This is an optimization exercise on Yosys and OpenROAD, whose aim is small area, a short achievable clock period and few clock cycles per item, not a production implementation.
Function was checked by simulation only, so behaviour that the tests miss may differ from the original.
No activity file was given, so power comes from the tool's default toggle rates.

[flow/constraint.sdc]
create_clock -name core_clock -period 10.0 [get_ports {clk}]
set_input_delay 2.0000 -clock core_clock [delete_from_list [all_inputs] [get_ports {clk}]]
set_output_delay 2.0000 -clock core_clock [all_outputs]
set_load 0.01 [all_outputs]
[flow/design.v]
package kpa_pkg;
    localparam int KEY_VEC_W = 64;
    localparam int KEY_IDX_W = 6;
    localparam int TICK_W    = 32;
    localparam int DELAY_W   = 31;
    localparam int S_TDATA_W = 104;
    localparam int M_TDATA_W = 8;
    localparam int CFG_IDX_W = 2;
    localparam logic [DELAY_W-1:0]   RST_INITIAL_DELAY   = 31'd500;
    localparam logic [DELAY_W-1:0]   RST_REPEAT_INTERVAL = 31'd100;
    localparam logic [KEY_VEC_W-1:0] RST_REPEAT_KEY_MASK = 64'h0000_0000_0018_1800;
    localparam int ITEM_W = 2 + 1 + TICK_W + KEY_VEC_W;
endpackage
module kpa_front (
    input  logic                     clk,
    input  logic                     rst_n,
    input  logic                     s_tvalid,
    output logic                     s_tready,
    input  logic [kpa_pkg::ITEM_W-1:0] in_item,
    output logic                     q_valid,
    input  logic                     q_pop,
    output logic [kpa_pkg::ITEM_W-1:0] q_item
);
    logic [kpa_pkg::ITEM_W-1:0] mem0_reg, mem1_reg;
    logic       wr_ptr_reg, rd_ptr_reg;
    logic [1:0] count_reg;
    logic       push;
    assign s_tready = (count_reg != 2'd2);
    assign q_valid  = (count_reg != 2'd0);
    assign q_item   = rd_ptr_reg ? mem1_reg : mem0_reg;
    assign push     = s_tvalid && s_tready;
    always_ff @(posedge clk or negedge rst_n)
    begin
        if (!rst_n)
        begin
            wr_ptr_reg <= 1'b0;
            rd_ptr_reg <= 1'b0;
            count_reg  <= 2'd0;
        end
        else
        begin
            if (push)
                wr_ptr_reg <= ~wr_ptr_reg;
            if (q_pop)
                rd_ptr_reg <= ~rd_ptr_reg;
            if (push && !q_pop)
                count_reg <= count_reg + 2'd1;
            else if (q_pop && !push)
                count_reg <= count_reg - 2'd1;
        end
    end
    always_ff @(posedge clk)
    begin
        if (s_tready && !wr_ptr_reg)
            mem0_reg <= in_item;
        if (s_tready && wr_ptr_reg)
            mem1_reg <= in_item;
    end
endmodule
module kpa_back (
    input  logic                          clk,
    input  logic                          rst_n,
    input  logic [kpa_pkg::DELAY_W-1:0]   cfg_initial_delay,
    input  logic [kpa_pkg::DELAY_W-1:0]   cfg_repeat_interval,
    input  logic [kpa_pkg::KEY_VEC_W-1:0] cfg_repeat_key_mask,
    input  logic                          q_valid,
    output logic                          q_pop,
    input  logic [kpa_pkg::ITEM_W-1:0]    q_item,
    output logic                          m_tvalid,
    input  logic                          m_tready,
    output logic [kpa_pkg::M_TDATA_W-1:0] m_tdata,
    output logic                          m_tuser,
    output logic                          m_tlast
);
    localparam int NK = kpa_pkg::KEY_VEC_W;
    localparam int TW = kpa_pkg::TICK_W;
    logic [NK-1:0] q_m;
    logic          q_mod;
    logic [TW-1:0] q_t;
    logic [1:0]    q_req;
    assign q_m   = q_item[NK-1:0];
    assign q_t   = q_item[NK+TW-1:NK];
    assign q_mod = q_item[NK+TW];
    assign q_req = q_item[NK+TW+2:NK+TW+1];
    logic [NK-1:0] ui_held_reg, game_held_reg, armed_reg;
    logic          adv;
    logic          skid_v_reg;
    logic [8:0]    skid_reg;
    logic          out_v_reg;
    logic [8:0]    out_reg;        
    logic          emit_v;
    logic [8:0]    emit_beat;
    assign adv = !skid_v_reg;
    logic          r_v_reg, r_first_reg, r_ui_reg, r_any_reg;
    logic [NK-1:0] r_rem_reg, r_cand_reg;
    logic [TW-1:0] r_t_reg;
    logic [NK-1:0] r_h, r_rem_next;
    logic [5:0]    r_idx;
    logic          r_last, load;
    assign r_h        = r_rem_reg & (~r_rem_reg + 64'd1);
    assign r_rem_next = r_rem_reg & ~r_h;
    assign r_last     = (r_rem_next == '0);
    always_comb
    begin
        r_idx = '0;
        for (int k = 0; k < NK; k++)
            if (r_h[k])
                r_idx = r_idx | 6'(k);
    end
    assign load  = adv && q_valid && (!r_v_reg || r_last);
    assign q_pop = load;
    logic          d_ui, d_game, d_clr_ui, d_clr_game, d_any;
    logic [NK-1:0] d_walk, d_cand;
    always_comb
    begin
        d_ui       = (q_req == 2'd0);
        d_game     = (q_req == 2'd1);
        d_clr_ui   = (q_req == 2'd2);
        d_clr_game = (q_req == 2'd3);
        d_cand     = d_ui ? (q_m & armed_reg & {NK{!q_mod}}) : '0;
        if (d_ui)
            d_walk = q_m & (~ui_held_reg | d_cand);
        else if (d_game)
            d_walk = q_m & ~game_held_reg;
        else
            d_walk = '0;
        if (d_ui)
            d_any = |q_m;
        else if (d_clr_ui)
            d_any = 1'b0;
        else
            d_any = |ui_held_reg;
    end
    always_ff @(posedge clk or negedge rst_n)
    begin
        if (!rst_n)
        begin
            r_v_reg       <= 1'b0;
            ui_held_reg   <= '0;
            game_held_reg <= '0;
            armed_reg     <= '0;
        end
        else if (adv)
        begin
            if (load)
            begin
                r_v_reg <= 1'b1;
                if (d_ui)
                begin
                    ui_held_reg <= q_m;
                    armed_reg   <= q_m & {NK{!q_mod}} &
                                   ((ui_held_reg & armed_reg) | (~ui_held_reg & cfg_repeat_key_mask));
                end
                if (d_clr_ui)
                begin
                    ui_held_reg <= '0;
                    armed_reg   <= '0;
                end
                if (d_game)
                    game_held_reg <= q_m;
                if (d_clr_game)
                    game_held_reg <= '0;
            end
            else if (r_last)
            begin
                r_v_reg <= 1'b0;
            end
        end
    end
    always_ff @(posedge clk)
    begin
        if (adv)
        begin
            if (load)
            begin
                r_first_reg <= 1'b1;
                r_rem_reg   <= d_walk;
                r_cand_reg  <= d_cand;
                r_t_reg     <= q_t;
                r_ui_reg    <= d_ui;
                r_any_reg   <= d_any;
            end
            else
            begin
                r_first_reg <= 1'b0;
                r_rem_reg   <= r_rem_next;
            end
        end
    end
    logic          s_v_reg, s_first_reg, s_last_reg, s_key_reg, s_cand_reg;
    logic          s_ui_reg, s_any_reg;
    logic [NK-1:0] s_h_reg;
    logic [5:0]    s_idx_reg;
    logic [TW-1:0] s_t_reg;
    always_ff @(posedge clk or negedge rst_n)
    begin
        if (!rst_n)
            s_v_reg <= 1'b0;
        else if (adv)
            s_v_reg <= r_v_reg;
    end
    always_ff @(posedge clk)
    begin
        if (adv)
        begin
            s_first_reg <= r_first_reg;
            s_last_reg  <= r_last;
            s_key_reg   <= (r_rem_reg != '0);
            s_cand_reg  <= |(r_h & r_cand_reg);
            s_ui_reg    <= r_ui_reg;
            s_any_reg   <= r_any_reg;
            s_h_reg     <= r_h;
            s_idx_reg   <= r_idx;
            s_t_reg     <= r_t_reg;
        end
    end
    logic [TW-1:0] dl_reg [NK];
    logic [TW-1:0] rdata, diff, wdata;
    logic          fire, we;
    always_comb
    begin
        rdata = '0;
        for (int k = 0; k < NK; k++)
            rdata = rdata | (dl_reg[k] & {TW{s_h_reg[k]}});
    end
    assign diff  = s_t_reg - rdata;
    assign fire  = s_v_reg && s_key_reg && (!s_cand_reg || !diff[TW-1]);
    assign we    = adv && fire && s_ui_reg;
    assign wdata = s_t_reg + {1'b0, (s_cand_reg ? cfg_repeat_interval : cfg_initial_delay)};
    always_ff @(posedge clk)
    begin
        for (int k = 0; k < NK; k++)
            if (we && s_h_reg[k])
                dl_reg[k] <= wdata;
    end
    logic       open_reg, done_reg, pend_v_reg, open_any_reg;
    logic [5:0] pend_idx_reg;
    always_comb
    begin
        emit_v    = 1'b0;
        emit_beat = {1'b1, 1'b0, open_any_reg, pend_idx_reg[2:0], pend_idx_reg[5:3]};
        if (s_v_reg && s_first_reg)
        begin
            if (open_reg)
            begin
                emit_v    = 1'b1;
                emit_beat = pend_v_reg ?
                            {1'b1, 1'b1, open_any_reg, pend_idx_reg[2:0], pend_idx_reg[5:3]} :
                            {1'b0, 1'b1, open_any_reg, 6'd0};
            end
        end
        else if (s_v_reg)
        begin
            emit_v    = fire && pend_v_reg;
            emit_beat = {1'b1, 1'b0, open_any_reg, pend_idx_reg[2:0], pend_idx_reg[5:3]};
        end
        else if (open_reg && done_reg)
        begin
            emit_v    = 1'b1;
            emit_beat = pend_v_reg ?
                        {1'b1, 1'b1, open_any_reg, pend_idx_reg[2:0], pend_idx_reg[5:3]} :
                        {1'b0, 1'b1, open_any_reg, 6'd0};
        end
    end
    always_ff @(posedge clk or negedge rst_n)
    begin
        if (!rst_n)
        begin
            open_reg   <= 1'b0;
            done_reg   <= 1'b0;
            pend_v_reg <= 1'b0;
        end
        else if (adv)
        begin
            if (s_v_reg)
            begin
                open_reg <= 1'b1;
                done_reg <= s_last_reg;
                if (s_first_reg)
                    pend_v_reg <= fire;
                else if (fire)
                    pend_v_reg <= 1'b1;
            end
            else if (open_reg && done_reg)
            begin
                open_reg   <= 1'b0;
                pend_v_reg <= 1'b0;
            end
        end
    end
    always_ff @(posedge clk)
    begin
        if (adv && s_v_reg)
        begin
            if (s_first_reg)
                open_any_reg <= s_any_reg;
            if (fire)
                pend_idx_reg <= s_idx_reg;
        end
    end
    logic out_load;
    assign out_load = !out_v_reg || m_tready;
    always_ff @(posedge clk or negedge rst_n)
    begin
        if (!rst_n)
        begin
            out_v_reg  <= 1'b0;
            skid_v_reg <= 1'b0;
        end
        else
        begin
            if (out_load)
            begin
                out_v_reg  <= skid_v_reg || (adv && emit_v);
                skid_v_reg <= 1'b0;
            end
            else if (adv && emit_v)
            begin
                skid_v_reg <= 1'b1;
            end
        end
    end
    always_ff @(posedge clk)
    begin
        if (out_load)
            out_reg <= skid_v_reg ? skid_reg : emit_beat;
        if (!out_load && adv)
            skid_reg <= emit_beat;
    end
    assign m_tvalid = out_v_reg;
    assign m_tuser  = out_reg[8];
    assign m_tlast  = out_reg[7];
    assign m_tdata  = {1'b0, out_reg[6:0]};
endmodule
module keypad_press_autorepeat #(
    parameter int ROWS = 8,
    parameter int COLS = 8
) (
    input  logic                          clk,
    input  logic                          rst_n,
    input  logic                          s_tvalid,
    output logic                          s_tready,
    input  logic [kpa_pkg::S_TDATA_W-1:0] s_tdata,
    input  logic [1:0]                    s_tuser,
    output logic                          m_tvalid,
    input  logic                          m_tready,
    output logic [kpa_pkg::M_TDATA_W-1:0] m_tdata,
    output logic                          m_tuser,
    output logic                          m_tlast,
    input  logic                          cfg_valid,
    output logic                          cfg_ready,
    input  logic [kpa_pkg::CFG_IDX_W-1:0] cfg_index,
    input  logic [kpa_pkg::KEY_VEC_W-1:0] cfg_data
);
    logic [kpa_pkg::DELAY_W-1:0]   cfg_initial_delay_reg;
    logic [kpa_pkg::DELAY_W-1:0]   cfg_repeat_interval_reg;
    logic [kpa_pkg::KEY_VEC_W-1:0] cfg_repeat_key_mask_reg;
    logic                          q_valid, q_pop;
    logic [kpa_pkg::ITEM_W-1:0]    q_item;
    assign cfg_ready = 1'b1;
    always_ff @(posedge clk or negedge rst_n)
    begin
        if (!rst_n)
        begin
            cfg_initial_delay_reg   <= kpa_pkg::RST_INITIAL_DELAY;
            cfg_repeat_interval_reg <= kpa_pkg::RST_REPEAT_INTERVAL;
            cfg_repeat_key_mask_reg <= kpa_pkg::RST_REPEAT_KEY_MASK;
        end
        else if (cfg_valid)
        begin
            case (cfg_index)
                2'd0:    cfg_initial_delay_reg   <= cfg_data[kpa_pkg::DELAY_W-1:0];
                2'd1:    cfg_repeat_interval_reg <= cfg_data[kpa_pkg::DELAY_W-1:0];
                2'd2:    cfg_repeat_key_mask_reg <= cfg_data;
                default: ;
            endcase
        end
    end
    kpa_front u_front (
        .clk      (clk),
        .rst_n    (rst_n),
        .s_tvalid (s_tvalid),
        .s_tready (s_tready),
        .in_item  ({s_tuser, s_tdata[64], s_tdata[96:65], s_tdata[63:0]}),
        .q_valid  (q_valid),
        .q_pop    (q_pop),
        .q_item   (q_item)
    );
    kpa_back u_back (
        .clk                 (clk),
        .rst_n               (rst_n),
        .cfg_initial_delay   (cfg_initial_delay_reg),
        .cfg_repeat_interval (cfg_repeat_interval_reg),
        .cfg_repeat_key_mask (cfg_repeat_key_mask_reg),
        .q_valid             (q_valid),
        .q_pop               (q_pop),
        .q_item              (q_item),
        .m_tvalid            (m_tvalid),
        .m_tready            (m_tready),
        .m_tdata             (m_tdata),
        .m_tuser             (m_tuser),
        .m_tlast             (m_tlast)
    );
endmodule
[flow/run.sh]
#!/bin/bash
# synth_recipe.tcl (not shown) runs the flow's synth.tcl, then flattens the netlist and writes it again
# the make line also repeats each setting of config.mk as NAME=value (left out here)
make -C /OpenROAD-flow-scripts/flow DESIGN_CONFIG=/design/flow/config.mk WORK_HOME=/design/flow/orfs CLKGATE_MAP_FILE= SYNTH_SCRIPT=/design/flow/synth_recipe.tcl finish
[flow/config.mk]
export PLATFORM = sky130hd
export DESIGN_NAME = keypad_press_autorepeat
export DESIGN_NICKNAME = keypad_press_autorepeat
export VERILOG_FILES = /design/flow/design.v
export SDC_FILE = /design/flow/constraint.sdc
export NUM_CORES = 4
export LEC_CHECK = 0
export CAP_MARGIN = 20
export CORE_MARGIN = 2
export CORE_UTILIZATION = 40
export SLEW_MARGIN = 20
==> results of run 1 <==
[worst max-delay path: stages (launching register included)]
cell      delay, ns
edfxtp_1       0.63
buf_4          0.42
buf_4          0.32
a22o_1         0.22
a221oi_1       0.51
nand4_1        0.29
nor4_1         1.02
buf_4          0.27
ha_1           0.24
o21ai_0        0.15
o21ai_0        0.09
a221oi_1       0.47
nand2b_1       0.10
o41ai_1        0.75
xnor2_1        0.55
o211a_1        0.28
buf_12         0.30
and3_2         1.04
buf_4          0.41
[final timing paths]
path                                          endpoint  slack, ns  depth (start not counted)
setup / recovery                  u_back.dl_reg[9][24]       1.42                         18
hold / removal                       u_back.s_t_reg[2]       0.41                          0
setup reg to reg                  u_back.dl_reg[9][24]       1.42                         18
hold reg to reg                      u_back.s_t_reg[2]       0.41                          0
max in group asynchronous   cfg_repeat_interval_reg[9]       7.28                          2
min in group asynchronous  cfg_repeat_key_mask_reg[46]       1.20                          1
[stage by stage]
stage	instances	hold slack, ns	area (sq um)	setup WS, ns	util
finish	10798	0.4078	128400	1.416	0.4657
global placement	10261	0.4034	119100	1.629	0.4318
CTS	10785	0.4114	128400	1.697	0.4655
floorplan	6489	0.4003	110600	3.465	-
detailed placement	10262	0.4045	119100	1.698	0.4319
global route	10787	0.4249	128400	1.484	0.4656
[power by group through the flow]
stage	Sequential, mW	Clock (mW)	Combinational, mW
3_5_place_dp	21.0	0	13.4
5_1_grt	21.0	11.3	14.2
3_3_place_gp	20.9	0	13.1
6_report	20.9	10.8	14.1
2_1_floorplan	20.8	0	6.46
4_1_cts	20.8	10.8	13.4
[routing by layer]
metal	vias up	wire [microns]
met5	-	98
met1	37239	154800
li1	27806	-
met3	1315	64360
met2	6603	185300
met4	14	25170
[cell usage after synthesis (9+ instances only)]
cell type and n:
a22oi_1 11, ha_1 62, or4_1 16, o31ai_1 137
nor2_1 80, xor2_1 11, buf_2 12, nor3b_1 12
o211ai_1 16, nand3b_1 56, nand2b_1 9, and3_1 227
and2_1 27, edfxtp_1 2542, dfrtp_1 316, xnor2_1 20
a311oi_1 15, o21ai_0 196, nand4_1 167, a22o_1 577
a31oi_1 34, a221oi_1 519, o22ai_1 14, nor2b_1 9
buf_1 35, inv_1 57, o21a_1 9, o41ai_1 18
mux2_2 264, dfstp_2 13, o21ai_1 13, nor4_1 89
nor3_1 40, nand3_1 20, mux2i_1 83, or3_1 20
nand2_1 210, a21o_1 15, clkbuf_1 353, a211oi_1 9
a21oi_1 44, o221ai_1 13
[cell families after synthesis]
logic type,share of synthesized area
adders and majority gates,0.007284
buffers and inverters,0.01663
other,0.00006789
AOI/OAI and AO/OA,0.1216
and+or+nand+nor,0.05296
DFF,0.7647
muxes,0.03439
xor gates and xnor gates,0.002455
[area by class of cell]
type,instances,area (sq um)
Inverter,58,227.7
Fill cell,23410,147300
Tap cell,3705,4636
Multi-Input combinational cell,3150,24830
Sequential cell,2871,84590
Antenna cell,13,32.53
Timing Repair Buffer,478,4865
Clock inverter,149,1197
Clock buffer,374,8058
==> results.txt, run 1 <==
* Status: complete, no violations
* Via/cell ratio at 6.758
* Critical path class: flip-flop to flip-flop
* Clock power frac at 0.236
* Synth Instances at 6489
* Routed Antenna Nets at 0
* Max-cap violation count at 0
* DRC at 0
* Post-CTS sizing at 0
* Sequential power share at 0.456
* Library cells used by synthesis at 80
* CTS buffer count at 298
* Core area at 275800 sq um
* Initial Util at 0.4011
* Post-CTS Hold Buffers at 0
* Via count at about 73000
* TritonCTS Sinks at about 2900
* R2R Path Start: u_back.s_h_reg[48]
* Worst Setup SP: u_back.s_h_reg[48]
* Die Y at 529.9 microns
* Hold Crit Start: u_back.r_t_reg[2]
* Post-synth EDFFs at 2542
* CTS Buffer Depth at 4
* Register bit total from synthesis at 2871
* Crit start category: flip-flop
* GRT Total Usage at 0.2982
* Max_slew headroom at 0.1427
* Worst skew pair latency at 0.93 ns
* Worst path required time at 10.51 ns
* WL/cell at roughly 40 microns
* Crit-path max FO at 71
* Asr flop ratio synth at 0.1146
* Combinational cell fraction of total power at 0.308
* Global-route wire length before repair at 575600 microns
* Pwr dens at 356.0 nW/um^2
* CTS root buf: clkbuf_16
* Layout Skew at 0.1215 ns
* Slew Limit Fails at 0
* Layout cells sized above 1 at 0.1619
* Synth area leaders: edfxtp_1 69%, dfrtp_1 7.1%, a22o_1 4.6%
* Final net count at ~7100
* Die X at between 500 and 600 microns
* Vias in the first global route at 67670
* Largest area contributor in the netlist: edfxtp_1
* Sw Pwr at 16.89 mW
* Grt total ovfl at 0
* HP Class: flip-flop to flip-flop
* Primary FF master, synth: edfxtp_1
* Io pins at 190
* Most common cell after layout, fill and taps aside: edfxtp_1
* Met1 GRT Util at 0.4006
* Power Internal at 28.84 mW
* Largest net degree at the start of global routing at 166
* Setup TNS at 0 ns
* Register area share after synthesis at 0.7647
* Fmax at 116.5 MHz
* Most Used Layer, Global Route: met2
* Synth top area share at 0.6901
* Average size of a mapped cell at 17.05 sq um
* First DRT Iteration DRCs at approximately 14000
* Commonest cells after routing, fill and taps aside: 2542 x edfxtp_1, 577 x a22o_1, 519 x a221oi_1
* Fin crit share at 0.8584
* Row count at between 150 and 200
* Worst VDD drop at 0.4878 mV
* Gpl congestion at between 0.8 and 0.9
* Post-CTS setup buffer count at 0
* Unrepaired setup endpoints after global routing: false
* Antenna violations before repair at 26
* Yosys warns at 4
* Drt first pass iters at 6
* # setup viols final at 0
* Sw frac at 0.3693
* Leakage power at roughly 44 nW
* DP HPWL at 249500 microns
* Die area at 280800 sq um
* Grt met2 use at 0.4412
* WL final at 429600 microns
* TritonCTS clock tree: done
* Max reg flops at 2048
* Final count of hold timing violations at 0
* Arrival time worst endpoint at just over 9 ns
* PnR Total Power at 45.73 mW
* Area grow syn2layout at 16.11%
* Final worst path period need at 8.584 ns
* Reg clk slew, reported paths at 0.06 ns
* Crit end category: flip-flop
* Post-Syn Area at 110600 sq um
* H-tree levels at 5
* Grt met3 use at 0.09259
* Syn nets at between 6000 and 7000
* Slew at the pin with the worst max-slew slack at 1.276 ns
* IO Port Bufs at between 150 and 200
Testbench counts, summed over its fixed seeds: cycles 5,789, requests 3,200.
==> run 2, diff against run 1 <==
--- a/flow/design.v
+++ b/flow/design.v
@@ -12,23 +12,32 @@
     localparam int ITEM_W = 2 + 1 + TICK_W + KEY_VEC_W;
 endpackage
 module kpa_front (
-    input  logic                     clk,
-    input  logic                     rst_n,
-    input  logic                     s_tvalid,
-    output logic                     s_tready,
+    input  logic                       clk,
+    input  logic                       rst_n,
+    input  logic                       s_tvalid,
+    output logic                       s_tready,
     input  logic [kpa_pkg::ITEM_W-1:0] in_item,
-    output logic                     q_valid,
-    input  logic                     q_pop,
+    output logic                       q_valid,
+    input  logic                       q_pop,
     output logic [kpa_pkg::ITEM_W-1:0] q_item
 );
     logic [kpa_pkg::ITEM_W-1:0] mem0_reg, mem1_reg;
     logic       wr_ptr_reg, rd_ptr_reg;
-    logic [1:0] count_reg;
+    logic [1:0] count_reg, count_next;
+    logic       ready_reg;
     logic       push;
-    assign s_tready = (count_reg != 2'd2);
+    assign s_tready = ready_reg;
     assign q_valid  = (count_reg != 2'd0);
     assign q_item   = rd_ptr_reg ? mem1_reg : mem0_reg;
-    assign push     = s_tvalid && s_tready;
+    assign push     = s_tvalid && ready_reg;
+    always_comb
+    begin
+        count_next = count_reg;
+        if (push && !q_pop)
+            count_next = count_reg + 2'd1;
+        else if (q_pop && !push)
+            count_next = count_reg - 2'd1;
+    end
     always_ff @(posedge clk or negedge rst_n)
     begin
         if (!rst_n)
@@ -36,6 +45,7 @@
             wr_ptr_reg <= 1'b0;
             rd_ptr_reg <= 1'b0;
             count_reg  <= 2'd0;
+            ready_reg  <= 1'b1;
         end
         else
         begin
@@ -43,17 +53,15 @@
                 wr_ptr_reg <= ~wr_ptr_reg;
             if (q_pop)
                 rd_ptr_reg <= ~rd_ptr_reg;
-            if (push && !q_pop)
-                count_reg <= count_reg + 2'd1;
-            else if (q_pop && !push)
-                count_reg <= count_reg - 2'd1;
+            count_reg <= count_next;
+            ready_reg <= (count_next != 2'd2);
         end
     end
     always_ff @(posedge clk)
     begin
-        if (s_tready && !wr_ptr_reg)
+        if (ready_reg && !wr_ptr_reg)
             mem0_reg <= in_item;
-        if (s_tready && wr_ptr_reg)
+        if (ready_reg && wr_ptr_reg)
             mem1_reg <= in_item;
     end
 endmodule
@@ -74,6 +82,9 @@
 );
     localparam int NK = kpa_pkg::KEY_VEC_W;
     localparam int TW = kpa_pkg::TICK_W;
+    function automatic logic at_most_one(input logic [NK-1:0] v);
+        at_most_one = ((v & (v - 64'd1)) == '0);
+    endfunction
     logic [NK-1:0] q_m;
     logic          q_mod;
     logic [TW-1:0] q_t;
@@ -91,15 +102,14 @@
     logic          emit_v;
     logic [8:0]    emit_beat;
     assign adv = !skid_v_reg;
-    logic          r_v_reg, r_first_reg, r_ui_reg, r_any_reg;
+    logic          r_v_reg, r_first_reg, r_last_reg, r_ui_reg, r_any_reg;
     logic [NK-1:0] r_rem_reg, r_cand_reg;
     logic [TW-1:0] r_t_reg;
     logic [NK-1:0] r_h, r_rem_next;
     logic [5:0]    r_idx;
-    logic          r_last, load;
+    logic          load;
     assign r_h        = r_rem_reg & (~r_rem_reg + 64'd1);
     assign r_rem_next = r_rem_reg & ~r_h;
-    assign r_last     = (r_rem_next == '0);
     always_comb
     begin
         r_idx = '0;
@@ -107,7 +117,7 @@
             if (r_h[k])
                 r_idx = r_idx | 6'(k);
     end
-    assign load  = adv && q_valid && (!r_v_reg || r_last);
+    assign load  = adv && q_valid && (!r_v_reg || r_last_reg);
     assign q_pop = load;
     logic          d_ui, d_game, d_clr_ui, d_clr_game, d_any;
     logic [NK-1:0] d_walk, d_cand;
@@ -161,7 +171,7 @@
                 if (d_clr_game)
                     game_held_reg <= '0;
             end
-            else if (r_last)
+            else if (r_last_reg)
             begin
                 r_v_reg <= 1'b0;
             end
@@ -174,6 +184,7 @@
             if (load)
             begin
                 r_first_reg <= 1'b1;
+                r_last_reg  <= at_most_one(d_walk);
                 r_rem_reg   <= d_walk;
                 r_cand_reg  <= d_cand;
                 r_t_reg     <= q_t;
@@ -183,55 +194,109 @@
             else
             begin
                 r_first_reg <= 1'b0;
+                r_last_reg  <= at_most_one(r_rem_next);
                 r_rem_reg   <= r_rem_next;
             end
         end
     end
-    logic          s_v_reg, s_first_reg, s_last_reg, s_key_reg, s_cand_reg;
-    logic          s_ui_reg, s_any_reg;
-    logic [NK-1:0] s_h_reg;
-    logic [5:0]    s_idx_reg;
-    logic [TW-1:0] s_t_reg;
+    logic          a_v_reg, a_first_reg, a_last_reg, a_key_reg, a_cand_reg;
+    logic          a_ui_reg, a_any_reg;
+    logic [5:0]    a_idx_reg;
+    logic [TW-1:0] a_t_reg;
     always_ff @(posedge clk or negedge rst_n)
     begin
         if (!rst_n)
-            s_v_reg <= 1'b0;
+            a_v_reg <= 1'b0;
         else if (adv)
-            s_v_reg <= r_v_reg;
+            a_v_reg <= r_v_reg;
     end
     always_ff @(posedge clk)
     begin
         if (adv)
         begin
-            s_first_reg <= r_first_reg;
-            s_last_reg  <= r_last;
-            s_key_reg   <= (r_rem_reg != '0);
-            s_cand_reg  <= |(r_h & r_cand_reg);
-            s_ui_reg    <= r_ui_reg;
-            s_any_reg   <= r_any_reg;
-            s_h_reg     <= r_h;
-            s_idx_reg   <= r_idx;
-            s_t_reg     <= r_t_reg;
+            a_first_reg <= r_first_reg;
+            a_last_reg  <= r_last_reg;
+            a_key_reg   <= (r_rem_reg != '0);
+            a_cand_reg  <= |(r_h & r_cand_reg);
+            a_ui_reg    <= r_ui_reg;
+            a_any_reg   <= r_any_reg;
+            a_idx_reg   <= r_idx;
+            a_t_reg     <= r_t_reg;
         end
     end
     logic [TW-1:0] dl_reg [NK];
-    logic [TW-1:0] rdata, diff, wdata;
-    logic          fire, we;
+    logic [TW-1:0] a_rdata, a_rd;
+    logic          b_v_reg, b_first_reg, b_last_reg, b_key_reg, b_cand_reg;
+    logic          b_ui_reg, b_any_reg;
+    logic [5:0]    b_idx_reg;
+    logic [TW-1:0] b_t_reg, b_rd_reg;
+    logic [TW-1:0] b_diff, b_wdata;
+    logic          b_fire, b_we;
+    logic          wb_v_reg;
+    logic [5:0]    wb_idx_reg;
+    logic [TW-1:0] wb_data_reg;
     always_comb
     begin
-        rdata = '0;
+        a_rdata = '0;
         for (int k = 0; k < NK; k++)
-            rdata = rdata | (dl_reg[k] & {TW{s_h_reg[k]}});
+            if (a_idx_reg == 6'(k))
+                a_rdata = dl_reg[k];
+    end
+    always_comb
+    begin
+        if (b_we && (b_idx_reg == a_idx_reg))
+            a_rd = b_wdata;
+        else if (wb_v_reg && (wb_idx_reg == a_idx_reg))
+            a_rd = wb_data_reg;
+        else
+            a_rd = a_rdata;
+    end
+    always_ff @(posedge clk or negedge rst_n)
+    begin
+        if (!rst_n)
+            b_v_reg <= 1'b0;
+        else if (adv)
+            b_v_reg <= a_v_reg;
+    end
+    always_ff @(posedge clk)
+    begin
+        if (adv)
+        begin
+            b_first_reg <= a_first_reg;
+            b_last_reg  <= a_last_reg;
+            b_key_reg   <= a_key_reg;
+            b_cand_reg  <= a_cand_reg;
+            b_ui_reg    <= a_ui_reg;
+            b_any_reg   <= a_any_reg;
+            b_idx_reg   <= a_idx_reg;
+            b_t_reg     <= a_t_reg;
+            b_rd_reg    <= a_rd;
+        end
+    end
+    assign b_diff  = b_t_reg - b_rd_reg;
+    assign b_fire  = b_v_reg && b_key_reg && (!b_cand_reg || !b_diff[TW-1]);
+    assign b_we    = b_fire && b_ui_reg;
+    assign b_wdata = b_t_reg + {1'b0, (b_cand_reg ? cfg_repeat_interval : cfg_initial_delay)};
+    always_ff @(posedge clk or negedge rst_n)
+    begin
+        if (!rst_n)
+            wb_v_reg <= 1'b0;
+        else if (adv)
+            wb_v_reg <= b_we;
+    end
+    always_ff @(posedge clk)
+    begin
+        if (adv)
+        begin
+            wb_idx_reg  <= b_idx_reg;
+            wb_data_reg <= b_wdata;
+        end
     end
-    assign diff  = s_t_reg - rdata;
-    assign fire  = s_v_reg && s_key_reg && (!s_cand_reg || !diff[TW-1]);
-    assign we    = adv && fire && s_ui_reg;
-    assign wdata = s_t_reg + {1'b0, (s_cand_reg ? cfg_repeat_interval : cfg_initial_delay)};
     always_ff @(posedge clk)
     begin
         for (int k = 0; k < NK; k++)
-            if (we && s_h_reg[k])
-                dl_reg[k] <= wdata;
+            if (wb_v_reg && (wb_idx_reg == 6'(k)))
+                dl_reg[k] <= wb_data_reg;
     end
     logic       open_reg, done_reg, pend_v_reg, open_any_reg;
     logic [5:0] pend_idx_reg;
@@ -239,7 +304,7 @@
     begin
         emit_v    = 1'b0;
         emit_beat = {1'b1, 1'b0, open_any_reg, pend_idx_reg[2:0], pend_idx_reg[5:3]};
-        if (s_v_reg && s_first_reg)
+        if (b_v_reg && b_first_reg)
         begin
             if (open_reg)
             begin
@@ -249,9 +314,9 @@
                             {1'b0, 1'b1, open_any_reg, 6'd0};
             end
         end
-        else if (s_v_reg)
+        else if (b_v_reg)
         begin
-            emit_v    = fire && pend_v_reg;
+            emit_v    = b_fire && pend_v_reg;
             emit_beat = {1'b1, 1'b0, open_any_reg, pend_idx_reg[2:0], pend_idx_reg[5:3]};
         end
         else if (open_reg && done_reg)
@@ -272,13 +337,13 @@
         end
         else if (adv)
         begin
-            if (s_v_reg)
+            if (b_v_reg)
             begin
                 open_reg <= 1'b1;
-                done_reg <= s_last_reg;
-                if (s_first_reg)
-                    pend_v_reg <= fire;
-                else if (fire)
+                done_reg <= b_last_reg;
+                if (b_first_reg)
+                    pend_v_reg <= b_fire;
+                else if (b_fire)
                     pend_v_reg <= 1'b1;
             end
             else if (open_reg && done_reg)
@@ -290,12 +355,12 @@
     end
     always_ff @(posedge clk)
     begin
-        if (adv && s_v_reg)
+        if (adv && b_v_reg)
         begin
-            if (s_first_reg)
-                open_any_reg <= s_any_reg;
-            if (fire)
-                pend_idx_reg <= s_idx_reg;
+            if (b_first_reg)
+                open_any_reg <= b_any_reg;
+            if (b_fire)
+                pend_idx_reg <= b_idx_reg;
         end
     end
     logic out_load;
--- a/flow/config.mk
+++ b/flow/config.mk
@@ -5,7 +5,9 @@
 export SDC_FILE = /design/flow/constraint.sdc
 export NUM_CORES = 4
 export LEC_CHECK = 0
+export ABC_CLOCK_PERIOD_IN_PS = 3000
 export CAP_MARGIN = 20
 export CORE_MARGIN = 2
 export CORE_UTILIZATION = 40
+export SETUP_SLACK_MARGIN = 5
 export SLEW_MARGIN = 20
==> run 2 against run 1 <==
  * Non-clock buffer count is 62 higher
  * Register-to-register slack better by 3.4 ns
  * Via count is 11% higher
  * Total power is 2.8% lower
  * Cell count is 21% higher
  * Synthesized cell count is 31% higher
  * Clock-buffer cell count is 7 higher
  * Largest cell class unchanged
==> results.txt, run 2 <==
* Status: complete, no violations (unchanged)
* Worst skew pair latency at 0.88 ns (was 0.93 ns)
* WL final at 407400 microns (was 429600 microns)
* CP top delay family: compound AO/OA/AOI/OAI gates (unchanged)
* Slowest cell on crit path: nor3_1 (was and3_2)
* GRT Total Usage at 0.2621 (was 0.2982)
* Die X at 550.3 microns (was 529.9 microns)
* WL/cell at 31.28 microns (was 39.79 microns)
* Critical path class: flip-flop to flip-flop (unchanged)
* Largest net degree at the start of global routing at 160 (was 166)
* Antenna violations before repair at 22 (was 26)
* Placed Area at 127400 sq um (was 119100 sq um)
* CP cell instances: buf_4 > buf_12 > nor2b_4 > buf_4 > nand2_2 > o22ai_1 > a21oi_1 > nor3_1 > o2111ai_2 > o221ai_1 > a21oi_2 > o21ai_0 > a31oi_2 (was buf_4 > buf_4 > a22o_1 > a221oi_1 > nand4_1 > nor4_1 > buf_4 > ha_1 > o21ai_0 > o21ai_0 > a221oi_1 > nand2b_1 > o41ai_1 > xnor2_1 > o211a_1 > buf_12 > and3_2 > buf_4)
* Area grow syn2layout at 16.38% (was 16.11%)
* Crit-path max FO at 39 (was 71)
* Via count at 80739 (was 72977)
* Final worst path period need at 5.199 ns (was 8.584 ns)
* Sw frac at 0.3830 (was 0.3693)
* Post-Syn Area at 119400 sq um (was 110600 sq um)
* Synth area leaders: edfxtp_1 65%, dfrtp_1 6.7%, mux2_2 2.6% (was edfxtp_1 69%, dfrtp_1 7.1%, a22o_1 4.6%)
* Max-cap violation count at 0 (unchanged)
* CTS buffer count at 307 (was 298)
* Worst path required time at 10.57 ns (was 10.51 ns)
* Max_slew headroom at 0.2240 (was 0.1427)
* Syn nets at 8709 (was 6729)
* Fmax at 192.4 MHz (was 116.5 MHz)
* Clock power frac at 0.251 (was 0.236)
* Final count of hold timing violations at 0 (unchanged)
* Synth Instances at 8469 (was 6489)
* Layout cells sized above 1 at 0.1550 (was 0.1619)
* Cell count after placement at 12426 (was 10262)
* Asr flop ratio synth at 0.1135 (was 0.1146)
* Power Internal at 27.42 mW (was 28.84 mW)
* Global-route wire length before repair at 572800 microns (was 575600 microns)
* Routed Antenna Nets at 0 (unchanged)
* Unrepaired setup endpoints after global routing: true (was false)
* Io pins at 190 (unchanged)
* First DRT Iteration DRCs at 12133 (was 13720)
* Crit start category: flip-flop (unchanged)
* Combinational cell fraction of total power at 0.348 (was 0.308)
* Sequential power share at 0.401 (was 0.456)
* Arrival time worst endpoint at 5.77 ns (was 9.09 ns)
* Initial Util at 0.4022 (was 0.4011)
* Average size of a mapped cell at 14.10 sq um (was 17.05 sq um)
* # setup viols final at 0 (unchanged)
* Reg clk slew, reported paths at 0.07 ns (was 0.06 ns)
* Post-Layout Inst Area at 138900 sq um (was 128400 sq um)
* Pwr dens at 319.9 nW/um^2 (was 356.0 nW/um^2)
* Commonest cells after routing, fill and taps aside: 2593 x edfxtp_1, 796 x nand2_1, 567 x o21ai_0 (was 2542 x edfxtp_1, 577 x a22o_1, 519 x a221oi_1)
* Sw Pwr at 17.02 mW (was 16.89 mW)
* Slew Limit Fails at 0 (unchanged)
* CP most frequent cell: buf_4 (unchanged)
* Via/cell ratio at 6.200 (was 6.758)
* Most common cell after layout, fill and taps aside: edfxtp_1 (unchanged)
* Post-CTS Hold Buffers at 0 (unchanged)
* Library cells used by synthesis at 97 (was 80)
* Max reg flops at 2048 (unchanged)
* Register bit total from synthesis at 2925 (was 2871)
* Core Util, Final at 0.4681 (was 0.4657)
* Vias in the first global route at 77582 (was 67670)
* CTS root buf: clkbuf_16 (unchanged)
* Largest area contributor in the netlist: edfxtp_1 (unchanged)
* Final net count at 9082 (was 7097)
* CTS Buffer Depth at 4 (unchanged)
* TritonCTS Sinks at 2925 (was 2871)
* Die Y at 550.3 microns (was 529.9 microns)
* Grt total ovfl at 0 (unchanged)
* Die area at 302800 sq um (was 280800 sq um)
* Row count at 200 (was 193)
* H-tree levels at 5 (unchanged)
* HP Class: flip-flop to flip-flop (unchanged)
* TritonCTS clock tree: done (unchanged)
* Worst VDD drop at 0.2937 mV (was 0.4878 mV)
* Register area share after synthesis at 0.7220 (was 0.7647)
* Yosys warns at 4 (unchanged)
* Setup TNS at 0 ns (unchanged)
* Gpl congestion at 0.9053 (was 0.8986)
* WP buf/inv at 3 (was 5)
* Slew at the pin with the worst max-slew slack at 1.164 ns (was 1.276 ns)
* Worst path max stage delay at 0.73 ns (was 1.04 ns)
* Cell with the most instances after synthesis: edfxtp_1 (unchanged)
* Leakage power at 46.98 nW (was 43.68 nW)
* Post-synth EDFFs at 2593 (was 2542)
* Crit end category: flip-flop (unchanged)
* Drt first pass iters at 9 (was 6)
* Synth top area share at 0.6523 (was 0.6901)
* Layout Skew at 0.05900 ns (was 0.1215 ns)
* DP HPWL at 251000 microns (was 249500 microns)
* Core area at 296800 sq um (was 275800 sq um)
* Fin cells at 13023 (was 10798)
* Fin crit share at 0.5199 (was 0.8584)
* IO Port Bufs at 180 (unchanged)
* DRC at 0 (unchanged)
* # fillers at 25806 (was 23410)
* Primary FF master, synth: edfxtp_1 (unchanged)
* Commonest cells post-synth: 2593 x edfxtp_1, 806 x nand2_1, 596 x o21ai_0 (was 2542 x edfxtp_1, 577 x a22o_1, 519 x a221oi_1)
[run 2: changes by cell type after synthesis, sizes merged, moves of 95 or more]
cell,previous run,this run
o22ai,14,236
o21ai,209,599
a22oi,11,269
a21oi,44,354
o31ai,137,18
nand2,210,806
nor2,80,552
a22o,577,33
a221oi,519,95
nand4,167,72
nand3,22,191
[run 2: final cells by class]
class                           count  area [sq um]  area share
Inverter                          112         430.4    0.003098
Timing Repair Buffer              540          4888     0.03519
Sequential cell                  2925         86190      0.6204
Tap cell                         3939          4928     0.03547
Clock buffer                      381          8145     0.05863
Multi-Input combinational cell   4956         32840      0.2364
Clock inverter                    169          1501     0.01081
Antenna cell                        1         2.502  0.00001801
[run 2: cells by family (layout without fill, tap and decap cells)]
logic type	count (synthesis)	after routing	share of synthesized area
flip-flops	2925	2925	0.7220
AND/OR/NAND/NOR	2250	2250	0.08860
AO/OA/AOI/OAI	2193	2196	0.1216
buffers and inverters	592	1202	0.01931
multiplexers	383	384	0.03703
adder cells (fa/ha/maj)	82	82	0.008259
XOR/XNOR	42	42	0.003081
other	2	3	0.00006291
[run 2: repair_timing]
action | in CTS | in global routing
endpoints found under the setup margin | 40 | 34
setup buffers | 30 | 7
resized for setup | 218 | 62
pin swaps | 24 | 18
cloned | 9 | 0
[run 2: stage by stage]
step	power, mW	setup slack (ns)	hold slack, ns
floorplan	25.11	5.524	0.4003
global placement	31.83	3.028	0.4037
detailed placement	32.12	3.057	0.4045
CTS	44.01	4.932	0.3877
global route	45.71	4.810	0.3963
finish	44.44	4.801	0.3872
[run 2: per-layer routing]
metal,vias up,track usage,part of all wire
met5,-,0,0.00025
met4,16,0.1439,0.063
met3,953,0.04944,0.10
met2,5081,0.4105,0.46
met1,40613,0.3452,0.38
li1,34076,-,-
[run 2: worst paths after layout]
kind / start / end / slack, ns / depth (start not counted)
setup / recovery: u_back.a_idx_reg[1] / u_back.b_rd_reg[0] / 4.80 / 13
hold / removal: u_back.a_t_reg[12] / u_back.b_t_reg[12] / 0.39 / 0
setup reg to reg: u_back.a_idx_reg[1] / u_back.b_rd_reg[0] / 4.80 / 13
hold reg to reg: u_back.a_t_reg[12] / u_back.b_t_reg[12] / 0.39 / 0
max in group asynchronous: rst_n / u_back.game_held_reg[60] / 7.34 / 2
min in group asynchronous: rst_n / cfg_repeat_key_mask_reg[5] / 1.19 / 1
[run 2: worst register-to-register path, stage by stage (launching register included)]
cell and delay (ns):
edfxtp_1 0.37, buf_4 0.14, buf_12 0.29, nor2b_4 0.23, buf_4 0.55, nand2_2 0.47
o22ai_1 0.32, a21oi_1 0.15, nor3_1 0.73, o2111ai_2 0.31, o221ai_1 0.28, a21oi_2 0.20
o21ai_0 0.56, a31oi_2 0.28
[run 2: power groups by stage]
stage	combinational [mW]	sequential [mW]	clock [mW]
2_1_floorplan	7.00	18.1	0
3_3_place_gp	13.8	18.0	0
3_5_place_dp	14.1	18.0	0
4_1_cts	15.0	17.8	11.2
5_1_grt	16.0	18.0	11.7
6_report	15.5	17.8	11.1
Testbench counts of run 2, summed over its fixed seeds: cycles 5,797, requests 3,200.
==> run 3, diff against run 2 <==
==> flow/flow/run.sh (new file) <==
#!/bin/bash
set -o pipefail
export SETUP_SLACK_MARGIN=6.5
bash standard.sh > standard.log 2>&1
==> flow/standard.sh (new file) <==
#!/bin/bash
# synth_recipe.tcl (not shown) runs the flow's synth.tcl, then flattens the netlist and writes it again
# the make line also repeats each setting of config.mk as NAME=value (left out here)
make -C /OpenROAD-flow-scripts/flow DESIGN_CONFIG=/design/flow/config.mk WORK_HOME=/design/flow/orfs CLKGATE_MAP_FILE= SYNTH_SCRIPT=/design/flow/synth_recipe.tcl "${@:-finish}"
--- a/flow/config.mk
+++ b/flow/config.mk
@@ -9,5 +9,4 @@
 export CAP_MARGIN = 20
 export CORE_MARGIN = 2
 export CORE_UTILIZATION = 40
-export SETUP_SLACK_MARGIN = 5
 export SLEW_MARGIN = 20
removed: flow/run.sh
==> run 3 against run 2 <==
  * Clock skew down 0.0054 ns
  * Area after synthesis did not move
  * Die area unchanged
  * Clock power barely moved
  * Highest routed layer unchanged
  * Via count grew 4.7%
  * Combinational power grew 25%
  * Synthesized cell count did not move
  * Total power is 8.4% higher
  * Cell count increased by 3.5%
  * Routed wire length rose by 7.1%
  * First-iteration DRC count is 13% higher
==> results.txt, run 3 <==
* Via count at 84521 (was 80739)
* Worst skew pair latency at 0.90 ns (was 0.88 ns)
* DRC at 0 (unchanged)
* Primary FF master, synth: edfxtp_1 (unchanged)
* Sequential power share at 0.369 (was 0.401)
* Grt total ovfl at 0 (unchanged)
* TritonCTS clock tree: done (unchanged)
* Status: complete, no violations (unchanged)
* Antenna violations before repair at 16 (was 22)
* Placed Area at 127500 sq um (was 127400 sq um)
* GRT Total Usage at 0.2789 (was 0.2621)
* Max reg flops at 2048 (unchanged)
* First DRT Iteration DRCs at 13742 (was 12133)
* Critical R2R Capture: u_back.r_last_reg (was u_back.b_rd_reg[0])
* Largest net degree at the start of global routing at 159 (was 160)
* R2R Setup Slk at 5.33 ns (was 4.80 ns)
* Routed Antenna Nets at 0 (unchanged)
* Worst hold path depth at 0 (unchanged)
* Die X at 550.3 microns (unchanged)
* Largest area contributor in the netlist: edfxtp_1 (unchanged)
* Hold Crit Start: u_back.a_t_reg[1] (was u_back.a_t_reg[12])
* Final net count at 9564 (was 9082)
* Register bit total from synthesis at 2925 (unchanged)
* Slew at the pin with the worst max-slew slack at 1.184 ns (was 1.164 ns)
* R2R Path Start: u_front.rd_ptr_reg (was u_back.a_idx_reg[1])
* Commonest cells post-synth: 2593 x edfxtp_1, 806 x nand2_1, 596 x o21ai_0 (unchanged)
* Worst VDD drop at 0.4484 mV (was 0.2937 mV)
* Register area share after synthesis at 0.7220 (unchanged)
* CTS root buf: clkbuf_16 (unchanged)
* Fmax at 214.0 MHz (was 192.4 MHz)
* Multi-input logic area at 36240 sq um (was 32840 sq um)
* Library cells used by synthesis at 97 (unchanged)
* TritonCTS Sinks at 2925 (unchanged)
* Post-synth EDFFs at 2593 (unchanged)
* Most common cell after layout, fill and taps aside: edfxtp_1 (unchanged)
* Power Internal at 29.56 mW (was 27.42 mW)
* Syn nets at 8709 (unchanged)
* Final count of hold timing violations at 0 (unchanged)
* Setup TNS at 0 ns (unchanged)
* Gpl congestion at 0.9145 (was 0.9053)
* Synth area leaders: edfxtp_1 65%, dfrtp_1 6.7%, mux2_2 2.6% (unchanged)
* Clock power frac at 0.229 (was 0.251)
* Crit start category: flip-flop (unchanged)
* Commonest cells after routing, fill and taps aside: 2593 x edfxtp_1, 765 x nand2_1, 585 x buf_4 (was 2593 x edfxtp_1, 796 x nand2_1, 567 x o21ai_0)
* Layout Skew at 0.05359 ns (was 0.05900 ns)
* Vias in the first global route at 80333 (was 77582)
* Post-Syn Area at 119400 sq um (unchanged)
* Yosys warns at 4 (unchanged)
* Synth top area share at 0.6523 (unchanged)
* Fin crit share at 0.4673 (was 0.5199)
* Crit-path max FO at 23 (was 39)
* Synth Instances at 8469 (unchanged)
* WL final at 436400 microns (was 407400 microns)
* Area grow syn2layout at 23.87% (was 16.38%)
* Post-Layout Inst Area at 147900 sq um (was 138900 sq um)
* Die Y at 550.3 microns (unchanged)
* WL/cell at 32.37 microns (was 31.28 microns)
* # fillers at 24916 (was 25806)
* Asr flop ratio synth at 0.1135 (unchanged)
* Worst path required time at 10.68 ns (was 10.57 ns)
* IO Port Bufs at 180 (unchanged)
* Row count at 200 (unchanged)
* Final worst path period need at 4.673 ns (was 5.199 ns)
* Via/cell ratio at 6.269 (was 6.200)
* Post-CTS Hold Buffers at 0 (unchanged)
* Max_slew headroom at 0.2055 (was 0.2240)
* Max-cap violation count at 0 (unchanged)
* Io pins at 190 (unchanged)
* Critical path class: flip-flop to flip-flop (unchanged)
* Sw Pwr at 18.62 mW (was 17.02 mW)
* Register area at 86190 sq um (unchanged)
* CTS buffer count at 306 (was 307)
* PnR Total Power at 48.18 mW (was 44.44 mW)
* Arrival time worst endpoint at 5.35 ns (was 5.77 ns)
* Pwr dens at 325.8 nW/um^2 (was 319.9 nW/um^2)
* Initial Util at 0.4022 (unchanged)
* Global-route wire length before repair at 604200 microns (was 572800 microns)
* Sw frac at 0.3864 (was 0.3830)
* Average size of a mapped cell at 14.10 sq um (unchanged)
* Core area at 296800 sq um (unchanged)
* DP HPWL at 250300 microns (was 251000 microns)
* # setup viols final at 0 (unchanged)
* Leakage power at 50.93 nW (was 46.98 nW)
* Reg clk slew, reported paths at 0.06 ns (was 0.07 ns)
* CTS Buffer Depth at 4 (unchanged)
* Slew Limit Fails at 0 (unchanged)
* Cell with the most instances after synthesis: edfxtp_1 (unchanged)
* Layout cells sized above 1 at 0.2364 (was 0.1550)
* Unrepaired setup endpoints after global routing: true (unchanged)
* Combinational cell fraction of total power at 0.403 (was 0.348)
* Drt first pass iters at 9 (unchanged)
* WHS Endpoint: u_back.b_t_reg[1] (was u_back.b_t_reg[12])
* Crit end category: flip-flop (unchanged)
* HP Class: flip-flop to flip-flop (unchanged)
* FF-to-FF path depth at 15 (was 13)
* Die area at 302800 sq um (unchanged)
* H-tree levels at 5 (unchanged)
==> run 3: cell counts after synthesis <==
Identical to the previous run, type by type.
==> run 3: area by class of cell <==
type	count	area share
sequential	2925	0.5829
multi-input combinational	4958	0.2451
timing repair buffer	1020	0.07169
clock buffer	388	0.05576
tap	3939	0.03333
clock inverter	136	0.008106
inverter	112	0.003021
antenna	4	0.00006769
timing repair inverter	1	0.00003385
==> run 3: routing by layer <==
layer | up-vias | global-route usage | wire length [microns] | share of wire
met1 | 42400 | 0.3605 | 158300 | 0.36
met2 | 5909 | 0.4320 | 196900 | 0.45
met5 | - | 0 | 77 | 0.00018
li1 | 35025 | - | - | -
met4 | 10 | 0.1694 | 31500 | 0.072
met3 | 1177 | 0.05918 | 49660 | 0.11
==> run 3: cells by family (layout without fill, tap and decap cells) <==
logic type	count (synthesis)	count (layout)	synth area share
other	2	6	0.00006291
adder cells (fa/ha/maj)	82	82	0.008259
AND/OR/NAND/NOR	2250	2254	0.08860
multiplexers	383	384	0.03703
flip-flops	2925	2925	0.7220
buffers and inverters	592	1657	0.01931
XOR/XNOR	42	42	0.003081
AO/OA/AOI/OAI	2193	2194	0.1216
==> run 3: power groups by stage <==
stage / Sequential [mW] / Combinational (mW) / Clock (mW)
2_1_floorplan: 18.1 / 7.11 / 0
3_3_place_gp: 18.0 / 14.0 / 0
3_5_place_dp: 18.1 / 14.2 / 0
4_1_cts: 17.7 / 18.2 / 11.1
5_1_grt: 17.9 / 19.9 / 11.6
6_report: 17.8 / 19.4 / 11.0
==> run 3: how the worst max path moves through the flow <==
stage,from,endpoint,slack (ns)
after floorplan,u_front.rd_ptr_reg,u_back.r_last_reg,6.08
after global placement,u_back.a_idx_reg[0],u_back.b_rd_reg[20],3.20
after detailed placement,u_back.a_idx_reg[0],u_back.b_rd_reg[20],3.19
after CTS,u_front.rd_ptr_reg,u_back.r_last_reg,5.22
after global routing,u_front.rd_ptr_reg,u_back.r_last_reg,5.14
final,u_front.rd_ptr_reg,u_back.r_last_reg,5.33
==> run 3: through the flow <==
stage	hold slack, ns	worst slack, ns	std cells	util
floorplan	0.4003	6.084	8469	-
global placement	0.4024	3.204	12420	0.4297
detailed placement	0.4045	3.187	12420	0.4298
CTS	0.4019	5.217	13348	0.4905
global route	0.4128	5.141	13479	0.4982
finish	0.3933	5.327	13483	0.4982
==> run 3: worst max-delay path: stages (launching register included) <==
cell	delay, ns
dfrtp_4	0.55
buf_12	0.18
nor3_4	0.07
o21a_4	0.29
buf_12	0.18
a32o_1	0.23
a222oi_1	0.43
or4b_4	0.55
or4_4	0.44
nor4_4	0.21
buf_4	0.19
o21a_1	0.14
a31oi_2	0.09
nor4_4	0.44
nand4_1	0.22
o41ai_2	0.25
==> run 3: repair_timing <==
action,CTS,global route
endpoints found under the setup margin,389,130
buffers inserted,367,124
cloned,37,7
pin swaps,284,224
resized for setup,1006,234
==> run 4, diff against run 3 <==
--- a/flow/design.v
+++ b/flow/design.v
@@ -21,14 +21,13 @@
     input  logic                       q_pop,
     output logic [kpa_pkg::ITEM_W-1:0] q_item
 );
-    logic [kpa_pkg::ITEM_W-1:0] mem0_reg, mem1_reg;
-    logic       wr_ptr_reg, rd_ptr_reg;
+    logic [kpa_pkg::ITEM_W-1:0] head_reg, tail_reg;
     logic [1:0] count_reg, count_next;
     logic       ready_reg;
     logic       push;
     assign s_tready = ready_reg;
     assign q_valid  = (count_reg != 2'd0);
-    assign q_item   = rd_ptr_reg ? mem1_reg : mem0_reg;
+    assign q_item   = head_reg;
     assign push     = s_tvalid && ready_reg;
     always_comb
     begin
@@ -42,27 +41,21 @@
     begin
         if (!rst_n)
         begin
-            wr_ptr_reg <= 1'b0;
-            rd_ptr_reg <= 1'b0;
-            count_reg  <= 2'd0;
-            ready_reg  <= 1'b1;
+            count_reg <= 2'd0;
+            ready_reg <= 1'b1;
         end
         else
         begin
-            if (push)
-                wr_ptr_reg <= ~wr_ptr_reg;
-            if (q_pop)
-                rd_ptr_reg <= ~rd_ptr_reg;
             count_reg <= count_next;
             ready_reg <= (count_next != 2'd2);
         end
     end
     always_ff @(posedge clk)
     begin
-        if (ready_reg && !wr_ptr_reg)
-            mem0_reg <= in_item;
-        if (ready_reg && wr_ptr_reg)
-            mem1_reg <= in_item;
+        if ((count_reg == 2'd0) || q_pop)
+            head_reg <= (count_reg == 2'd2) ? tail_reg : in_item;
+        if ((count_reg == 2'd1) && !q_pop)
+            tail_reg <= in_item;
     end
 endmodule
 module kpa_back (
@@ -83,7 +76,34 @@
     localparam int NK = kpa_pkg::KEY_VEC_W;
     localparam int TW = kpa_pkg::TICK_W;
     function automatic logic at_most_one(input logic [NK-1:0] v);
-        at_most_one = ((v & (v - 64'd1)) == '0);
+        logic [NK-1:0] a, b;
+        a = v;
+        b = '0;
+        for (int w = 1; w < NK; w = w * 2)
+        begin
+            for (int i = 0; i < NK; i = i + 2 * w)
+            begin
+                b[i] = b[i] | b[i+w] | (a[i] & a[i+w]);
+                a[i] = a[i] | a[i+w];
+            end
+        end
+        at_most_one = !b[0];
+    endfunction
+    function automatic logic at_most_two(input logic [NK-1:0] v);
+        logic [NK-1:0] a, b, c;
+        a = v;
+        b = '0;
+        c = '0;
+        for (int w = 1; w < NK; w = w * 2)
+        begin
+            for (int i = 0; i < NK; i = i + 2 * w)
+            begin
+                c[i] = c[i] | c[i+w] | (b[i] & a[i+w]) | (a[i] & b[i+w]);
+                b[i] = b[i] | b[i+w] | (a[i] & a[i+w]);
+                a[i] = a[i] | a[i+w];
+            end
+        end
+        at_most_two = !c[0];
     endfunction
     logic [NK-1:0] q_m;
     logic          q_mod;
@@ -95,13 +115,13 @@
     assign q_req = q_item[NK+TW+2:NK+TW+1];
     logic [NK-1:0] ui_held_reg, game_held_reg, armed_reg;
     logic          adv;
-    logic          skid_v_reg;
-    logic [8:0]    skid_reg;
+    logic [1:0]    skid_n_reg;
+    logic [8:0]    skid_reg [3];
     logic          out_v_reg;
     logic [8:0]    out_reg;        
     logic          emit_v;
     logic [8:0]    emit_beat;
-    assign adv = !skid_v_reg;
+    assign adv = (skid_n_reg == 2'd0);
     logic          r_v_reg, r_first_reg, r_last_reg, r_ui_reg, r_any_reg;
     logic [NK-1:0] r_rem_reg, r_cand_reg;
     logic [TW-1:0] r_t_reg;
@@ -194,7 +214,7 @@
             else
             begin
                 r_first_reg <= 1'b0;
-                r_last_reg  <= at_most_one(r_rem_next);
+                r_last_reg  <= at_most_two(r_rem_reg);
                 r_rem_reg   <= r_rem_next;
             end
         end
@@ -202,17 +222,17 @@
     logic          a_v_reg, a_first_reg, a_last_reg, a_key_reg, a_cand_reg;
     logic          a_ui_reg, a_any_reg;
     logic [5:0]    a_idx_reg;
+    logic [NK-1:0] a_h_reg;
     logic [TW-1:0] a_t_reg;
     always_ff @(posedge clk or negedge rst_n)
     begin
         if (!rst_n)
             a_v_reg <= 1'b0;
-        else if (adv)
-            a_v_reg <= r_v_reg;
+        else
+            a_v_reg <= r_v_reg && adv;
     end
     always_ff @(posedge clk)
     begin
-        if (adv)
         begin
             a_first_reg <= r_first_reg;
             a_last_reg  <= r_last_reg;
@@ -221,6 +241,7 @@
             a_ui_reg    <= r_ui_reg;
             a_any_reg   <= r_any_reg;
             a_idx_reg   <= r_idx;
+            a_h_reg     <= r_h;
             a_t_reg     <= r_t_reg;
         end
     end
@@ -229,7 +250,8 @@
     logic          b_v_reg, b_first_reg, b_last_reg, b_key_reg, b_cand_reg;
     logic          b_ui_reg, b_any_reg;
     logic [5:0]    b_idx_reg;
-    logic [TW-1:0] b_t_reg, b_rd_reg;
+    logic [TW-1:0] b_t_reg, b_rd_reg, b_rd, b_wdata_reg;
+    logic          b_same_reg;
     logic [TW-1:0] b_diff, b_wdata;
     logic          b_fire, b_we;
     logic          wb_v_reg;
@@ -239,14 +261,11 @@
     begin
         a_rdata = '0;
         for (int k = 0; k < NK; k++)
-            if (a_idx_reg == 6'(k))
-                a_rdata = dl_reg[k];
+            a_rdata = a_rdata | (dl_reg[k] & {TW{a_h_reg[k]}});
     end
     always_comb
     begin
-        if (b_we && (b_idx_reg == a_idx_reg))
-            a_rd = b_wdata;
-        else if (wb_v_reg && (wb_idx_reg == a_idx_reg))
+        if (wb_v_reg && (wb_idx_reg == a_idx_reg))
             a_rd = wb_data_reg;
         else
             a_rd = a_rdata;
@@ -255,12 +274,11 @@
     begin
         if (!rst_n)
             b_v_reg <= 1'b0;
-        else if (adv)
+        else
             b_v_reg <= a_v_reg;
     end
     always_ff @(posedge clk)
     begin
-        if (adv)
         begin
             b_first_reg <= a_first_reg;
             b_last_reg  <= a_last_reg;
@@ -271,22 +289,24 @@
             b_idx_reg   <= a_idx_reg;
             b_t_reg     <= a_t_reg;
             b_rd_reg    <= a_rd;
+            b_wdata_reg <= a_t_reg + {1'b0, (a_cand_reg ? cfg_repeat_interval : cfg_initial_delay)};
+            b_same_reg  <= b_v_reg && b_ui_reg && (b_idx_reg == a_idx_reg);
         end
     end
-    assign b_diff  = b_t_reg - b_rd_reg;
+    assign b_rd    = (b_same_reg && wb_v_reg) ? wb_data_reg : b_rd_reg;
+    assign b_diff  = b_t_reg - b_rd;
     assign b_fire  = b_v_reg && b_key_reg && (!b_cand_reg || !b_diff[TW-1]);
     assign b_we    = b_fire && b_ui_reg;
-    assign b_wdata = b_t_reg + {1'b0, (b_cand_reg ? cfg_repeat_interval : cfg_initial_delay)};
+    assign b_wdata = b_wdata_reg;
     always_ff @(posedge clk or negedge rst_n)
     begin
         if (!rst_n)
             wb_v_reg <= 1'b0;
-        else if (adv)
+        else
             wb_v_reg <= b_we;
     end
     always_ff @(posedge clk)
     begin
-        if (adv)
         begin
             wb_idx_reg  <= b_idx_reg;
             wb_data_reg <= b_wdata;
@@ -319,7 +339,7 @@
             emit_v    = b_fire && pend_v_reg;
             emit_beat = {1'b1, 1'b0, open_any_reg, pend_idx_reg[2:0], pend_idx_reg[5:3]};
         end
-        else if (open_reg && done_reg)
+        else if (open_reg && done_reg && adv)
         begin
             emit_v    = 1'b1;
             emit_beat = pend_v_reg ?
@@ -335,7 +355,7 @@
             done_reg   <= 1'b0;
             pend_v_reg <= 1'b0;
         end
-        else if (adv)
+        else
         begin
             if (b_v_reg)
             begin
@@ -346,7 +366,7 @@
                 else if (b_fire)
                     pend_v_reg <= 1'b1;
             end
-            else if (open_reg && done_reg)
+            else if (open_reg && done_reg && adv)
             begin
                 open_reg   <= 1'b0;
                 pend_v_reg <= 1'b0;
@@ -355,7 +375,7 @@
     end
     always_ff @(posedge clk)
     begin
-        if (adv && b_v_reg)
+        if (b_v_reg)
         begin
             if (b_first_reg)
                 open_any_reg <= b_any_reg;
@@ -370,27 +390,40 @@
         if (!rst_n)
         begin
             out_v_reg  <= 1'b0;
-            skid_v_reg <= 1'b0;
+            skid_n_reg <= 2'd0;
         end
         else
         begin
             if (out_load)
             begin
-                out_v_reg  <= skid_v_reg || (adv && emit_v);
-                skid_v_reg <= 1'b0;
+                out_v_reg <= (skid_n_reg != 2'd0) || emit_v;
+                if ((skid_n_reg != 2'd0) && !emit_v)
+                    skid_n_reg <= skid_n_reg - 2'd1;
             end
-            else if (adv && emit_v)
+            else if (emit_v)
             begin
-                skid_v_reg <= 1'b1;
+                skid_n_reg <= skid_n_reg + 2'd1;
             end
         end
     end
     always_ff @(posedge clk)
     begin
         if (out_load)
-            out_reg <= skid_v_reg ? skid_reg : emit_beat;
-        if (!out_load && adv)
-            skid_reg <= emit_beat;
+        begin
+            out_reg <= (skid_n_reg != 2'd0) ? skid_reg[0] : emit_beat;
+            skid_reg[0] <= (skid_n_reg == 2'd1) ? emit_beat : skid_reg[1];
+            skid_reg[1] <= (skid_n_reg == 2'd2) ? emit_beat : skid_reg[2];
+            skid_reg[2] <= emit_beat;
+        end
+        else
+        begin
+            if (skid_n_reg == 2'd0)
+                skid_reg[0] <= emit_beat;
+            if (skid_n_reg == 2'd1)
+                skid_reg[1] <= emit_beat;
+            if (skid_n_reg == 2'd2)
+                skid_reg[2] <= emit_beat;
+        end
     end
     assign m_tvalid = out_v_reg;
     assign m_tuser  = out_reg[8];
==> flow/flow/run.sh (replaced) <==
#!/bin/bash
set -o pipefail
export SETUP_SLACK_MARGIN=7
export BUFFER_PORTS_ARGS="-buffer_cell sky130_fd_sc_hd__buf_4"
bash standard.sh > standard.log 2>&1
==> run 4 against run 3 <==
  * Largest power group is now registers
  * First-iteration DRC count grew 12%
  * Global-route usage up 2.2 points
  * Clock skew is 0.060 ns higher
  * Sequential cell count is 114 higher
  * Clock-buffer cell count rose by 29
  * Largest cell class unchanged
==> results.txt, run 4 <==
* Initial Util at 0.4025 (was 0.4022)
* WL/cell at 38.86 microns (was 32.37 microns)
* Final net count at 7866 (was 9564)
* Asr flop ratio synth at 0.1089 (was 0.1135)
* WL final at 454000 microns (was 436400 microns)
* Max_slew headroom at 0.1248 (was 0.2055)
* Drt first pass iters at 8 (was 9)
* Layout Skew at 0.1132 ns (was 0.05359 ns)
* Antenna violations before repair at 26 (was 16)
* # setup viols final at 0 (unchanged)
* Final worst path period need at 3.918 ns (was 4.673 ns)
* CTS buffer count at 317 (was 306)
* Primary FF master, synth: edfxtp_1 (unchanged)
* Die area at 291500 sq um (was 302800 sq um)
* Synth Instances at 7024 (was 8469)
* Compound-gate portion of the synthesized area at 0.1194 (was 0.1216)
* Critical path class: flip-flop to flip-flop (unchanged)
* Post-synth EDFFs at 2435 (was 2593)
* GRT Total Usage at 0.3010 (was 0.2789)
* IO Port Bufs at 180 (unchanged)
* Row count at 196 (was 200)
* Cell with the most instances after synthesis: edfxtp_1 (unchanged)
* Leakage power at 47.09 nW (was 50.93 nW)
* Synth area leaders: edfxtp_1 64%, dfrtp_1 6.9%, dfxtp_1 4.8% (was edfxtp_1 65%, dfrtp_1 6.7%, mux2_2 2.6%)
* Worst path required time at 10.74 ns (was 10.68 ns)
* Post-Synth Adder-Cell Area at 0.008865 (was 0.008259)
* Unrepaired setup endpoints after global routing: true (unchanged)
* Post-Syn Area at 114900 sq um (was 119400 sq um)
* Io pins at 190 (unchanged)
* Register area share after synthesis at 0.7563 (was 0.7220)
* Max reg flops at 2048 (unchanged)
* Slew at the pin with the worst max-slew slack at 1.313 ns (was 1.184 ns)
* Synth top area share at 0.6364 (was 0.6523)
* HP Class: flip-flop to flip-flop (unchanged)
* Die X at 539.9 microns (was 550.3 microns)
* Worst skew pair latency at 0.92 ns (was 0.90 ns)
* Synth Area in XOR/XNOR at 0.003202 (was 0.003082)
* Yosys warns at 5 (was 4)
* Largest net degree at the start of global routing at 161 (was 159)
* Placed Area at 121700 sq um (was 127500 sq um)
* Routed Antenna Nets at 0 (unchanged)
* TritonCTS Sinks at 3039 (was 2925)
* Gpl congestion at 0.9224 (was 0.9145)
* CTS Buffer Depth at 4 (unchanged)
* Grt total ovfl at 0 (unchanged)
* Via/cell ratio at 6.718 (was 6.269)
* Setup TNS at 0 ns (unchanged)
* Layout cells sized above 1 at 0.2435 (was 0.2364)
* Fmax at 255.2 MHz (was 214.0 MHz)
* Largest family of logic cells by synthesized area: compound AO/OA/AOI/OAI gates (unchanged)
* Average size of a mapped cell at 16.36 sq um (was 14.10 sq um)
* Core Util, Final at 0.4816 (was 0.4982)
* H-tree levels at 5 (unchanged)
* Via count at 78494 (was 84521)
* Post-synthesis mux area share at 0.03420 (was 0.03703)
* Most common cell after layout, fill and taps aside: edfxtp_1 (unchanged)
* Die Y at 539.9 microns (was 550.3 microns)
* Syn nets at 7269 (was 8709)
* Status: complete, no violations (unchanged)
* DP HPWL at 239200 microns (was 250300 microns)
* TritonCTS clock tree: done (unchanged)
* Arrival time worst endpoint at 4.66 ns (was 5.35 ns)
* Slew Limit Fails at 0 (unchanged)
* DRC at 0 (unchanged)
* First DRT Iteration DRCs at 15350 (was 13742)
* Simple-gate portion of the synthesized area at 0.06311 (was 0.08860)
* CTS root buf: clkbuf_16 (unchanged)
* Pwr dens at 283.5 nW/um^2 (was 325.8 nW/um^2)
* Crit-path max FO at 4 (was 23)
* Post-Layout Inst Area at 137500 sq um (was 147900 sq um)
* Worst VDD drop at 0.3163 mV (was 0.4484 mV)
## run 4: cell types whose count changed in the layout (fill, tap and decap cells not counted), sizes merged, moves of 273 or more
cell	delta
a21oi	-286
a221oi	+425
a22o	+552
dfxtp	+273
nand2	-524
nor2	-382
o21ai	-355
## run 4: final timing paths
kind                                              from  cells after the start                       to
worst max-delay path                   u_back.wb_v_reg                     14     u_back.skid_n_reg[1]
worst min-delay path            u_back.b_wdata_reg[17]                      0   u_back.wb_data_reg[17]
worst max register to register         u_back.wb_v_reg                     14     u_back.skid_n_reg[1]
worst min register to register  u_back.b_wdata_reg[17]                      0   u_back.wb_data_reg[17]
max in group asynchronous                        rst_n                      2        u_back.pend_v_reg
min in group asynchronous                        rst_n                      1  u_back.game_held_reg[9]
## run 4: repair_timing
action	CTS	global route
gates resized for setup	404	130
buffers inserted	213	75
setup endpoints to repair	1251	280
pin swaps	134	50
gates cloned	19	0
## run 4: logic make-up after synthesis
family,Yosys count
AO/OA/AOI/OAI,1741
XOR/XNOR,42
adder cells (fa/ha/maj),84
buffers and inverters,446
flip-flops,3039
multiplexers,353
other,2
AND/OR/NAND/NOR,1317
## run 4: final cells by class
class	instances	area, sq um
clock buffers	417	8755
diodes	50	125.1
inverters	57	221.5
clock inverters	153	1466
well taps	3762	4707
multi-input cells	3542	28990
fillers	23905	148000
flip-flops and latches	3039	87100
repair buffers	664	6111
## run 4: stage by stage
stage | setup slack, ns | instances | power, mW | hold WS [ns]
CTS | 6.107 | 11559 | 38.35 | 0.3172
global route | 6.028 | 11636 | 40.08 | 0.3222
detailed placement | 5.071 | 10757 | 25.24 | 0.3118
finish | 6.082 | 11684 | 38.97 | 0.3235
floorplan | 6.653 | 7024 | 22.19 | 0.3089
global placement | 5.260 | 10751 | 25.01 | 0.3125
## run 4: worst max-delay path: cells and delay by family, from the launching register on
kind            cells  cell delay [ns]
mux                 3             0.98
flops               1             0.56
buf+inv             2             0.30
simple gates        4             1.13
compound gates      4             0.62
fa+ha+maj           1             0.23
## run 4: power breakdown
| group | total (mW) | internal, mW | switching, mW | leakage (nW) |
|---|---|---|---|---|
| combinational | 7.86 | 3.31 | 4.55 | 13.5 |
| clock | 11.8 | 6.80 | 4.98 | 5.04 |
| sequential | 19.3 | 16.8 | 2.53 | 28.6 |
## run 4: per-layer routing
layer | up-vias | global-route usage | routed length (microns)
met5 | - | 0 | 246
met1 | 39667 | 0.3885 | 159100
met4 | 6 | 0.1640 | 29290
met3 | 1595 | 0.1016 | 68430
li1 | 29970 | - | -
met2 | 7256 | 0.4464 | 196900
Testbench counts of run 4, summed over its fixed seeds: cycles 5,797, requests 3,200.

Setup slack of run 4, layout unchanged: 6.082 ns with ideal ports, 6.082 ns with driving cells assumed (clock clkbuf_16, inputs buf_2), 6.082 ns with port delays also shifted by the 0.968 ns mid clock arrival.
